Background: an optimization exercise with open tools, aiming at small area and a short achievable clock period. Do not read the settings as production practice.
Function was checked by simulation only, so behaviour that the tests miss may differ from the original.
Power and IR drop assume default switching activity.

==> flow/design.v (excerpt) <==
module cpuPipeline #(
	parameter int dataWidth = 16
) (
	input logic clk,
	input logic rst,
	input logic instrValid,
	input cpuPkg::instr_t instr,
	output logic wbValid,
	output cpuPkg::regAddr_t wbAddr,
	output logic [dataWidth-1:0] wbData
);
==> module registerFile, before the edit <==
module registerFile #(
	parameter int dataWidth = 16
) (
	input logic clk,
	input logic rst,
	input cpuPkg::regAddr_t ra1,  
	input cpuPkg::regAddr_t ra2,  
	output logic [dataWidth-1:0] rd1,
	output logic [dataWidth-1:0] rd2,
	input logic we,  
	input cpuPkg::regAddr_t wa,
	input logic [dataWidth-1:0] wd
);
	logic [dataWidth-1:0] regs [cpuPkg::regCount];  
	logic [cpuPkg::regCount-1:0] valid;  
	always_ff @(posedge clk) begin
		if (rst) begin
			valid <= '0;
		end else if (we) begin
			valid[wa] <= 1'b1;
		end
	end
	always_ff @(posedge clk) begin
		if (we) begin
			regs[wa] <= wd;
		end
	end
	logic [cpuPkg::regCount-1:0] sel1, sel2;  
	always_comb begin
		for (int i = 0; i < cpuPkg::regCount; i++) begin
			sel1[i] = (ra1 == i) && valid[i];
			sel2[i] = (ra2 == i) && valid[i];
		end
	end
	always_comb begin
		rd1 = '0;
		rd2 = '0;
		for (int i = 0; i < cpuPkg::regCount; i++) begin
			rd1 = rd1 | (regs[i] & {dataWidth{sel1[i]}});
			rd2 = rd2 | (regs[i] & {dataWidth{sel2[i]}});
		end
	end
endmodule
==> module aluUnit, before the edit <==
module aluUnit #(
	parameter int dataWidth = 16
) (
	input logic [dataWidth-1:0] a,
	input logic [dataWidth-1:0] b,  
	input logic [cpuPkg::selCount-1:0] sel,  
	input logic sub,  
	output logic [dataWidth-1:0] y
);
	logic [dataWidth-1:0] sum;
	logic less;
	logic [dataWidth:0] sumC;
	assign sumC = {a, sub} + {b ^ {dataWidth{sub}}, sub};
	assign sum = sumC[dataWidth:1];
	assign less = (a[dataWidth-1] ^ b[dataWidth-1]) ? a[dataWidth-1] : sum[dataWidth-1];
	always_comb begin
		y = '0;
		if (sel[cpuPkg::selAdd] | sel[cpuPkg::selSub] | sel[cpuPkg::selAddi]) y = y | sum;
		if (sel[cpuPkg::selAnd]) y = y | (a & b);
		if (sel[cpuPkg::selOr]) y = y | (a | b);
		if (sel[cpuPkg::selXor]) y = y | (a ^ b);
		if (sel[cpuPkg::selSlt]) y = y | {{(dataWidth-1){1'b0}}, less};
	end
endmodule
==> module decodeStage, before the edit <==
module decodeStage #(
	parameter int dataWidth = 16
) (
	input logic clk,
	input logic rst,
	input logic instrValid,  
	input cpuPkg::instr_t instr,
	input logic wbValid,  
	input cpuPkg::regAddr_t wbAddr,
	input logic [dataWidth-1:0] wbData,
	input logic [dataWidth-1:0] exResult,  
	output logic [dataWidth-1:0] exRd1,
	output logic [dataWidth-1:0] exRd2,  
	output cpuPkg::regAddr_t exWriteAddr,
	output logic exWriteEn,
	output logic exMult,  
	output logic [cpuPkg::selCount-1:0] exSel,  
	output logic exSub  
);
	logic [5:0] opcode;
	cpuPkg::regAddr_t a1F, a2F, immF;  
	logic [dataWidth-1:0] rd1, rd2;
	logic [cpuPkg::selCount-1:0] sel;
	logic dstIsA2;
	logic fwdEx1, fwdEx2, fwdWb1, fwdWb2, fwdRf1, fwdRf2;
	assign opcode = instr[cpuPkg::opcodeMsb:cpuPkg::opcodeLsb];
	assign a1F = instr[cpuPkg::a1Msb:cpuPkg::a1Lsb];
	assign a2F = instr[cpuPkg::a2Msb:cpuPkg::a2Lsb];
	assign immF = instr[cpuPkg::immMsb:cpuPkg::immLsb];
	registerFile #(.dataWidth(dataWidth)) registerFile_i (
		.clk(clk), .rst(rst),
		.ra1(a1F), .ra2(a2F), .rd1(rd1), .rd2(rd2),
		.we(wbValid), .wa(wbAddr), .wd(wbData)
	);
	always_comb begin
		sel = '0;
		case (opcode)
			cpuPkg::opAdd: sel[cpuPkg::selAdd] = 1'b1;
			cpuPkg::opSub: sel[cpuPkg::selSub] = 1'b1;
			cpuPkg::opAnd: sel[cpuPkg::selAnd] = 1'b1;
			cpuPkg::opOr: sel[cpuPkg::selOr] = 1'b1;
			cpuPkg::opXor: sel[cpuPkg::selXor] = 1'b1;
			cpuPkg::opSlt: sel[cpuPkg::selSlt] = 1'b1;
			cpuPkg::opAddi: sel[cpuPkg::selAddi] = 1'b1;
			cpuPkg::opMfhi: sel[cpuPkg::selHi] = 1'b1;
			cpuPkg::opMflo: sel[cpuPkg::selLo] = 1'b1;
			default: ;  
		endcase
	end
	assign dstIsA2 = (opcode == cpuPkg::opAddi);  
	assign fwdEx1 = exWriteEn && (exWriteAddr == a1F);
	assign fwdEx2 = exWriteEn && (exWriteAddr == a2F);
	assign fwdWb1 = !fwdEx1 && wbValid && (wbAddr == a1F);
	assign fwdWb2 = !fwdEx2 && wbValid && (wbAddr == a2F);
	assign fwdRf1 = !fwdEx1 && !fwdWb1;
	assign fwdRf2 = !fwdEx2 && !fwdWb2;
	always_ff @(posedge clk) begin
		if (rst) begin
			exWriteEn <= 1'b0;
			exMult <= 1'b0;
		end else begin
			exWriteEn <= instrValid & (|sel);  
			exMult <= instrValid & (opcode == cpuPkg::opMult);
		end
	end
	always_ff @(posedge clk) begin
		exRd1 <= (exResult & {dataWidth{fwdEx1}})
			| (wbData & {dataWidth{fwdWb1}})
			| (rd1 & {dataWidth{fwdRf1}});
		if (sel[cpuPkg::selAddi]) begin
			exRd2 <= {{(dataWidth-cpuPkg::regAddrWidth){1'b0}}, immF};
		end else begin
			exRd2 <= (exResult & {dataWidth{fwdEx2}})
				| (wbData & {dataWidth{fwdWb2}})
				| (rd2 & {dataWidth{fwdRf2}});
		end
		exWriteAddr <= dstIsA2 ? a2F : immF;
		exSel <= sel;
		exSub <= sel[cpuPkg::selSub] | sel[cpuPkg::selSlt];
	end
endmodule
export LEC_CHECK = 0
export CAP_MARGIN = 20
export CORE_MARGIN = 2
export CORE_UTILIZATION = 40
export SETUP_SLACK_MARGIN = 3.8
export SLEW_MARGIN = 20
create_clock -name core_clock -period 7.5 [get_ports {clk}]
standard.sh (not shown) runs the stock make flow with config.mk's settings and CLKGATE_MAP_FILE= SYNTH_SCRIPT=/design/flow/synth_recipe.tcl, a recipe that flattens the netlist after the stock synthesis.
==> flow/flow/run.sh <==
#!/bin/bash
# The standard layout (standard.sh, standard synthesis included) with two
# changes: the port buffers are buf_4 cells rather than the delay cells
# buffer_ports picks by itself, and clock tree synthesis adds no dummy loads and
# clusters up to 20 registers per leaf buffer.
set -euo pipefail
export BUFFER_PORTS_ARGS="-buffer_cell sky130_fd_sc_hd__buf_4"
export CTS_ARGS="-sink_clustering_enable -repair_clock_nets -dont_use_dummy_load -sink_clustering_size 20 -sink_clustering_max_diameter 100"
bash standard.sh > standard.log 2>&1
Change:
--- a/flow/design.v
+++ b/flow/design.v
@@ -50,24 +50,24 @@
 	input logic [dataWidth-1:0] wd
 );
 	logic [dataWidth-1:0] regs [cpuPkg::regCount];  
-	logic [cpuPkg::regCount-1:0] valid;  
-	always_ff @(posedge clk) begin
-		if (rst) begin
-			valid <= '0;
-		end else if (we) begin
-			valid[wa] <= 1'b1;
+	logic [dataWidth-1:0] wdR;
+	logic [cpuPkg::regCount-1:0] weR;
+	assign wdR = wd & {dataWidth{~rst}};
+	always_comb begin
+		for (int i = 0; i < cpuPkg::regCount; i++) begin
+			weR[i] = rst | (we && (wa == i));
 		end
 	end
 	always_ff @(posedge clk) begin
-		if (we) begin
-			regs[wa] <= wd;
+		for (int i = 0; i < cpuPkg::regCount; i++) begin
+			if (weR[i]) regs[i] <= wdR;
 		end
 	end
 	logic [cpuPkg::regCount-1:0] sel1, sel2;  
 	always_comb begin
 		for (int i = 0; i < cpuPkg::regCount; i++) begin
-			sel1[i] = (ra1 == i) && valid[i];
-			sel2[i] = (ra2 == i) && valid[i];
+			sel1[i] = (ra1 == i);
+			sel2[i] = (ra2 == i);
 		end
 	end
 	always_comb begin
@@ -91,9 +91,9 @@
 	logic [dataWidth-1:0] sum;
 	logic less;
 	logic [dataWidth:0] sumC;
-	assign sumC = {a, sub} + {b ^ {dataWidth{sub}}, sub};
+	assign sumC = {a, sub} + {b, sub};
 	assign sum = sumC[dataWidth:1];
-	assign less = (a[dataWidth-1] ^ b[dataWidth-1]) ? a[dataWidth-1] : sum[dataWidth-1];
+	assign less = (a[dataWidth-1] ^ ~b[dataWidth-1]) ? a[dataWidth-1] : sum[dataWidth-1];
 	always_comb begin
 		y = '0;
 		if (sel[cpuPkg::selAdd] | sel[cpuPkg::selSub] | sel[cpuPkg::selAddi]) y = y | sum;
@@ -629,9 +629,10 @@
 		if (sel[cpuPkg::selAddi]) begin
 			exRd2 <= {{(dataWidth-cpuPkg::regAddrWidth){1'b0}}, immF};
 		end else begin
-			exRd2 <= (exResult & {dataWidth{fwdEx2}})
+			exRd2 <= ((exResult & {dataWidth{fwdEx2}})
 				| (wbData & {dataWidth{fwdWb2}})
-				| (rd2 & {dataWidth{fwdRf2}});
+				| (rd2 & {dataWidth{fwdRf2}}))
+				^ {dataWidth{sel[cpuPkg::selSub] | sel[cpuPkg::selSlt]}};
 		end
 		exWriteAddr <= dstIsA2 ? a2F : immF;
 		exSel <= sel;
The changed run ran to the end with no violations.
Worst setup slack gets worse by 0.11 ns.
Sequential cell count came out lower by 16.
First-iteration DRC count drops by 2.2%.
Power climbs by 38%.
Routed wire length increases by about 1.7%.
Sequential power increases by about 10%.
Final area shrinks by 2.4%.
Area after synthesis went down by about 1.9%.

==> re-timing with driven ports <==
Ports are ideal in the flow. The routed layouts listed here were re-timed in OpenROAD.
Step 1: set_driving_cell puts a clkbuf_16 on clk and a buf_2 on each other input, an assumption about the parent block.
Step 2 also shifts input and output timing later by t, the mid clock arrival at the registers, as if the neighbouring blocks saw the same clock.
Three values: ideal ports, drivers, drivers and shift; two values: the first two.
run	t, ns	setup slack, ns	worst setup path at the end	clock arrival spread, ns
the first run	0.647	3.838 / 3.838 / 3.268	input to register	0.054 / 0.055
the second run	0.639	3.731 / 3.731 / 3.312	input to register	0.076 / 0.075
After both steps every run listed still meets setup and hold. The setup slack of the first run, which loses most, moves by 0.000 ns with the drivers and by -0.570 ns with both steps.
